What follows belongs to an exercise in optimizing a design on an open flow for small area; a production flow would make more cautious choices.
The RTL was checked by simulation tests, not by an equivalence proof against the original design.
Power figures rest on the tool's default switching activity, not on a simulated workload.

==> inputs of wip/fjord <==
## snake_engine
module snake_engine
#(
  parameter int GRID_W   = 32,
  parameter int GRID_H   = 24,
  parameter int MAX_LEN  = 64,
  parameter int INIT_LEN = 3
) (
  input  logic                       clk_100MHz,
  input  logic                       reset,
  input  logic                       game_tick,
  input  logic                       start,
  input  logic                       btn_up,
  input  logic                       btn_down,
  input  logic                       btn_left,
  input  logic                       btn_right,
  input  logic [4:0]                 food_x,
  input  logic [4:0]                 food_y,
  input  logic [$clog2(MAX_LEN)-1:0] seg_idx,
  output logic [4:0]                 seg_x,
  output logic [4:0]                 seg_y,
  output logic                       seg_valid,
  output logic [4:0]                 head_x,
  output logic [4:0]                 head_y,
  output logic [$clog2(MAX_LEN):0]   length,
  output logic                       ate,
  output logic                       running,
  output logic                       game_over,
  output logic [2:0]                 dbg_state
);
  localparam logic [1:0] DIR_UP    = 2'd0;
  localparam logic [1:0] DIR_DOWN  = 2'd1;
  localparam logic [1:0] DIR_LEFT  = 2'd2;
  localparam logic [1:0] DIR_RIGHT = 2'd3;
  localparam logic [2:0] ST_IDLE = 3'd0;
  localparam logic [2:0] ST_RUN  = 3'd1;
  localparam logic [2:0] ST_SCAN = 3'd2;
  localparam logic [2:0] ST_MOVE = 3'd3;
  localparam logic [2:0] ST_OVER = 3'd4;
  logic [2:0] state_q, state_d;
  logic [1:0] dir_q, dir_d;
  logic [1:0] last_dir_q, last_dir_d;
  logic [6:0] length_q, length_d;
  logic [5:0] scan_idx_q, scan_idx_d;
  logic       grow_q, grow_d;
  logic       ate_q, ate_d;
  logic       init, mv, scan_load, scan_step;
  ...
==> flow/config.mk <==
export PLATFORM = sky130hd
export DESIGN_NAME = snake_engine
export DESIGN_NICKNAME = snake_engine
export VERILOG_FILES = /design/flow/design.v
export SDC_FILE = /design/flow/constraint.sdc
export NUM_CORES = 4
export LEC_CHECK = 0
export CAP_MARGIN = 20
export CORE_MARGIN = 2
export CORE_UTILIZATION = 40
export SLEW_MARGIN = 20
==> flow/constraint.sdc <==
create_clock -name core_clock -period 10.0 [get_ports {clk_100MHz}]
set_input_delay 2.0000 -clock core_clock [delete_from_list [all_inputs] [get_ports {clk_100MHz}]]
set_output_delay 2.0000 -clock core_clock [all_outputs]
set_load 0.01 [all_outputs]
run.sh (not shown) runs the stock make flow with config.mk's settings and CLKGATE_MAP_FILE= SYNTH_SCRIPT=/design/flow/synth_recipe.tcl, a recipe that flattens the netlist after the stock synthesis.
==> inputs of wip/xenon, as changes to wip/fjord <==
--- a/flow/design.v
+++ b/flow/design.v
@@ -1,10 +1,9 @@
 module snake_body_buf
 #(
-  parameter int MAX_LEN = 64,
-  parameter int G       = 16
+  parameter int MAX_LEN = 64
 ) (
   input  logic       clk,
   input  logic       reset,
   input  logic       init,        
   input  logic       mv,          
   input  logic [1:0] mv_dir,      
@@ -17,27 +16,77 @@
   output logic [9:0] scan_seg,    
   output logic [9:0] head_seg,
   input  logic [5:0] rd_idx,
   output logic [9:0] rd_seg,
   output logic       rd_valid
 );
-  localparam int NG = MAX_LEN / G;
-  localparam int GB = $clog2(G);
-  function automatic logic [9:0] fwd(input logic [9:0] s, input logic [1:0] d);
-    logic [4:0] x, y;
-    x = s[4:0];
-    y = s[9:5];
-    if (d[1]) x = d[0] ? x + 5'd1 : x - 5'd1;
-    else      y = d[0] ? y + 5'd1 : y - 5'd1;
-    fwd = {y, x};
+  function automatic logic [1:0] fa(input logic a, input logic b, input logic c);
+    fa = {(a & b) | (c & (a ^ b)), a ^ b ^ c};
   endfunction
-  function automatic logic [9:0] back(input logic [9:0] s, input logic [1:0] d);
-    back = fwd(s, {d[1], ~d[0]});
+  function automatic logic [4:0] add5(input logic [4:0] a, input logic [4:0] b, input logic ci);
+    logic [1:0] t;
+    logic       c;
+    c = ci;
+    for (int k = 0; k < 5; k++) begin
+      t       = fa(a[k], b[k], c);
+      add5[k] = t[0];
+      c       = t[1];
+    end
+  endfunction
+  function automatic logic [4:0] incdec(input logic [4:0] x, input logic en, input logic dn);
+    logic c;
+    c = en;
+    for (int k = 0; k < 5; k++) begin
+      incdec[k] = x[k] ^ c;
+      c         = c & (x[k] ^ dn);
+    end
+  endfunction
+  function automatic logic [9:0] step(input logic [9:0] s, input logic [1:0] d, input logic fw);
+    logic hz, dn;
+    hz   = d[1] ~^ d[0];
+    dn   = d[1] ^ fw;
+    step = {incdec(s[9:5], ~hz, dn), incdec(s[4:0], hz, dn)};
+  endfunction
+  function automatic logic [2:0] pc7(input logic [6:0] v);
+    logic [1:0] p, q, r, s;
+    p   = fa(v[0], v[1], v[2]);
+    q   = fa(v[3], v[4], v[5]);
+    r   = fa(p[0], q[0], v[6]);
+    s   = fa(p[1], q[1], r[1]);
+    pc7 = {s, r[0]};
+  endfunction
+  function automatic logic [3:0] pc15(input logic [14:0] v);
+    logic [2:0] p, q;
+    logic [1:0] t;
+    logic       c;
+    p = pc7(v[6:0]);
+    q = pc7(v[13:7]);
+    c = v[14];
+    for (int k = 0; k < 3; k++) begin
+      t       = fa(p[k], q[k], c);
+      pc15[k] = t[0];
+      c       = t[1];
+    end
+    pc15[3] = c;
+  endfunction
+  function automatic logic [4:0] pc31(input logic [30:0] v);
+    logic [3:0] p, q;
+    logic [1:0] t;
+    logic       c;
+    p = pc15(v[14:0]);
+    q = pc15(v[29:15]);
+    c = v[30];
+    for (int k = 0; k < 4; k++) begin
+      t       = fa(p[k], q[k], c);
+      pc31[k] = t[0];
+      c       = t[1];
+    end
+    pc31[4] = c;
   endfunction
   logic [MAX_LEN-2:0][1:0] dir_q;
-  logic [NG-1:0][9:0]      cp_q;
+  logic [9:0]              cp0_q, cp1_q;
   logic [9:0]              walk_q;
   logic [9:0]              rd_seg_q;
   logic                    rd_valid_q;
   always_ff @(posedge clk) begin
     if (reset || init) begin
       dir_q[0] <= 2'b11;
@@ -53,59 +102,44 @@
       always_ff @(posedge clk) begin
         if (mv) dir_q[i] <= dir_q[i-1];
       end
     end
   endgenerate
   always_ff @(posedge clk) begin
-    if (reset || init) cp_q[0] <= {5'd12, 5'd16};
-    else if (mv)       cp_q[0] <= mv_head;
+    if (reset || init) cp0_q <= {5'd12, 5'd16};
+    else if (mv)       cp0_q <= mv_head;
   end
-  generate
-    for (i = 1; i < NG; i++) begin : g_cp
-      always_ff @(posedge clk) begin
-        if (mv) begin
-          if (mv_grow && len == 7'(i * G)) cp_q[i] <= walk_q;
-          else                             cp_q[i] <= fwd(cp_q[i], dir_q[i*G-1]);
-        end
-      end
+  always_ff @(posedge clk) begin
+    if (mv) begin
+      if (mv_grow && len == 7'd32) cp1_q <= walk_q;
+      else                         cp1_q <= step(cp1_q, dir_q[31], 1'b1);
     end
-  endgenerate
+  end
   always_ff @(posedge clk) begin
-    if (scan_load)      walk_q <= cp_q[0];
-    else if (scan_step) walk_q <= back(walk_q, dir_q[scan_idx]);
+    if (scan_load)      walk_q <= cp0_q;
+    else if (scan_step) walk_q <= step(walk_q, dir_q[scan_idx], 1'b0);
   end
   assign scan_seg = walk_q;
-  assign head_seg = cp_q[0];
-  logic [GB-1:0]     rd_b;
-  logic [9:0]        rd_cp;
-  logic [G-2:0][1:0] rd_dirs;
-  logic [G-2:0]      rd_m;
-  logic [4:0]        xp, xn, yp, yn;
-  logic [9:0]        rd_seg_d;
-  logic [1:0]        dd;
-  assign rd_b  = rd_idx[GB-1:0];
+  assign head_seg = cp0_q;
+  logic [4:0]  rd_b;
+  logic [9:0]  rd_cp;
+  logic [30:0] rd_a, rd_c;
+  logic [4:0]  na, nc;
+  logic [9:0]  rd_seg_d;
+  assign rd_b  = rd_idx[4:0];
+  assign rd_cp = rd_idx[5] ? cp1_q : cp0_q;
   always_comb begin
-    rd_cp = cp_q[0];
-    for (int g = 0; g < G - 1; g++) rd_dirs[g] = dir_q[g];
-    for (int n = 1; n < NG; n++) begin
-      if (rd_idx[5:GB] == (6-GB)'(n)) begin
-        rd_cp = cp_q[n];
-        for (int g = 0; g < G - 1; g++) rd_dirs[g] = dir_q[n*G + g];
-      end
-    end
-    xp = '0; xn = '0; yp = '0; yn = '0;
-    for (int g = 0; g < G - 1; g++) begin
-      rd_m[g] = (GB'(g) < rd_b);
-      dd = rd_dirs[g];
-      xp = xp + 5'(rd_m[g] &  dd[1] &  dd[0]);
-      xn = xn + 5'(rd_m[g] &  dd[1] & ~dd[0]);
-      yp = yp + 5'(rd_m[g] & ~dd[1] &  dd[0]);
-      yn = yn + 5'(rd_m[g] & ~dd[1] & ~dd[0]);
+    for (int g = 0; g < 31; g++) begin
+      rd_a[g] = (5'(g) < rd_b) & (rd_idx[5] ? dir_q[32+g][1] : dir_q[g][1]);
+      rd_c[g] = (5'(g) < rd_b) & (rd_idx[5] ? dir_q[32+g][0] : dir_q[g][0]);
     end
-    rd_seg_d = {rd_cp[9:5] - yp + yn, rd_cp[4:0] - xp + xn};
   end
+  assign na = pc31(rd_a);
+  assign nc = pc31(rd_c);
+  assign rd_seg_d = {add5(add5(rd_cp[9:5], nc, 1'b0), ~na, 1'b1),
+                     add5(add5(rd_cp[4:0], rd_b, 1'b0), ~add5(na, nc, 1'b0), 1'b1)};
   always_ff @(posedge clk) begin
     rd_seg_q <= rd_seg_d;
     if (reset) rd_valid_q <= 1'b0;
     else       rd_valid_q <= ({1'b0, rd_idx} < len);
   end
   assign rd_seg   = rd_seg_q;
@@ -137,16 +171,16 @@
   output logic [$clog2(MAX_LEN):0]   length,
   output logic                       ate,
   output logic                       running,
   output logic                       game_over,
   output logic [2:0]                 dbg_state
 );
-  localparam logic [1:0] DIR_UP    = 2'd0;
-  localparam logic [1:0] DIR_DOWN  = 2'd1;
-  localparam logic [1:0] DIR_LEFT  = 2'd2;
-  localparam logic [1:0] DIR_RIGHT = 2'd3;
+  localparam logic [1:0] DIR_UP    = 2'b01;
+  localparam logic [1:0] DIR_DOWN  = 2'b10;
+  localparam logic [1:0] DIR_LEFT  = 2'b00;
+  localparam logic [1:0] DIR_RIGHT = 2'b11;
   localparam logic [2:0] ST_IDLE = 3'd0;
   localparam logic [2:0] ST_RUN  = 3'd1;
   localparam logic [2:0] ST_SCAN = 3'd2;
   localparam logic [2:0] ST_MOVE = 3'd3;
   localparam logic [2:0] ST_OVER = 3'd4;
   logic [2:0] state_q, state_d;
@@ -192,14 +226,14 @@
     else                btn_valid = 1'b0;
   end
   assign in_run   = (state_q == ST_RUN);
   assign step_dir = in_run ? dir_q : last_dir_q;
   always_comb begin
     cand = head_seg;
-    if (step_dir[1]) cand[4:0] = step_dir[0] ? head_seg[4:0] + 5'd1 : head_seg[4:0] - 5'd1;
-    else             cand[9:5] = step_dir[0] ? head_seg[9:5] + 5'd1 : head_seg[9:5] - 5'd1;
+    if (step_dir[1] == step_dir[0]) cand[4:0] = step_dir[1] ? head_seg[4:0] + 5'd1 : head_seg[4:0] - 5'd1;
+    else                            cand[9:5] = step_dir[1] ? head_seg[9:5] + 5'd1 : head_seg[9:5] - 5'd1;
   end
   always_comb begin
     case (dir_q)
       DIR_UP:   hit_wall = (head_seg[9:5] == 5'd0);
       DIR_DOWN: hit_wall = (head_seg[9:5] == 5'(GRID_H - 1));
       DIR_LEFT: hit_wall = (head_seg[4:0] == 5'd0);
@@ -228,13 +262,13 @@
           length_d   = 7'(INIT_LEN);
           grow_d     = 1'b0;
           state_d    = ST_RUN;
         end
       end
       ST_RUN: begin
-        if (btn_valid && (btn_dir != {ref_dir[1], ~ref_dir[0]})) dir_d = btn_dir;
+        if (btn_valid && (btn_dir != ~ref_dir)) dir_d = btn_dir;
         if (game_tick) begin
           last_dir_d = dir_q;
           if (hit_wall) begin
             state_d = ST_OVER;
           end else begin
             grow_d     = (cand == {food_y, food_x});
==> comparison <==
Sequential share of layout area: wip/fjord is lower than wip/xenon (0.088 points).
In wip/fjord the flip-flop and latch count is higher than in wip/xenon, by 20.
Between wip/fjord and wip/xenon, the lower combinational power is in wip/fjord (gap 77%, measured against wip/xenon).
Between wip/xenon and wip/fjord, the lower worst hold slack is in wip/fjord (gap 0.0038 ns).
Of wip/fjord and wip/xenon, wip/fjord has the higher synthesized cell count (gap 5.3%, measured against wip/xenon).
In wip/xenon the maximum frequency is lower than in wip/fjord, by 7.1%.
Between wip/fjord and wip/xenon, the lower cell count is in wip/xenon (gap 8.0%, measured against wip/xenon).
Against wip/fjord, the synthesized area of wip/xenon is lower by 9.6%.
Via count: wip/xenon is lower than wip/fjord (9.9%).

==> afterwards: timing with drivers on the ports <==
The flow's constraints put no driver on any port. The routed layouts listed below were extracted and timed again, unchanged, in two steps. Step 1 assumes that a clkbuf_16 drives the clock port and a buf_2 every other input. Step 2 also shifts input and output timing later by t, the mid clock arrival at the registers, as if the neighbouring blocks saw the same clock. Three values: ideal, step 1, step 2; two values: the first two.
run	t (ns)	setup WS [ns]	hold WS [ns]	clock arrival spread, ns
wip/fjord	0.568	2.108 / 2.131 / 1.564	0.472 / 0.472 / 0.472	0.017 / 0.017
wip/xenon	0.495	1.500 / 1.522 / 1.026	0.475 / 0.475 / 0.475	0.014 / 0.015
After both steps setup and hold are still met in every run listed. For wip/fjord, which loses most, drivers alone change the setup slack by +0.023 ns; drivers and shift together by -0.544 ns.
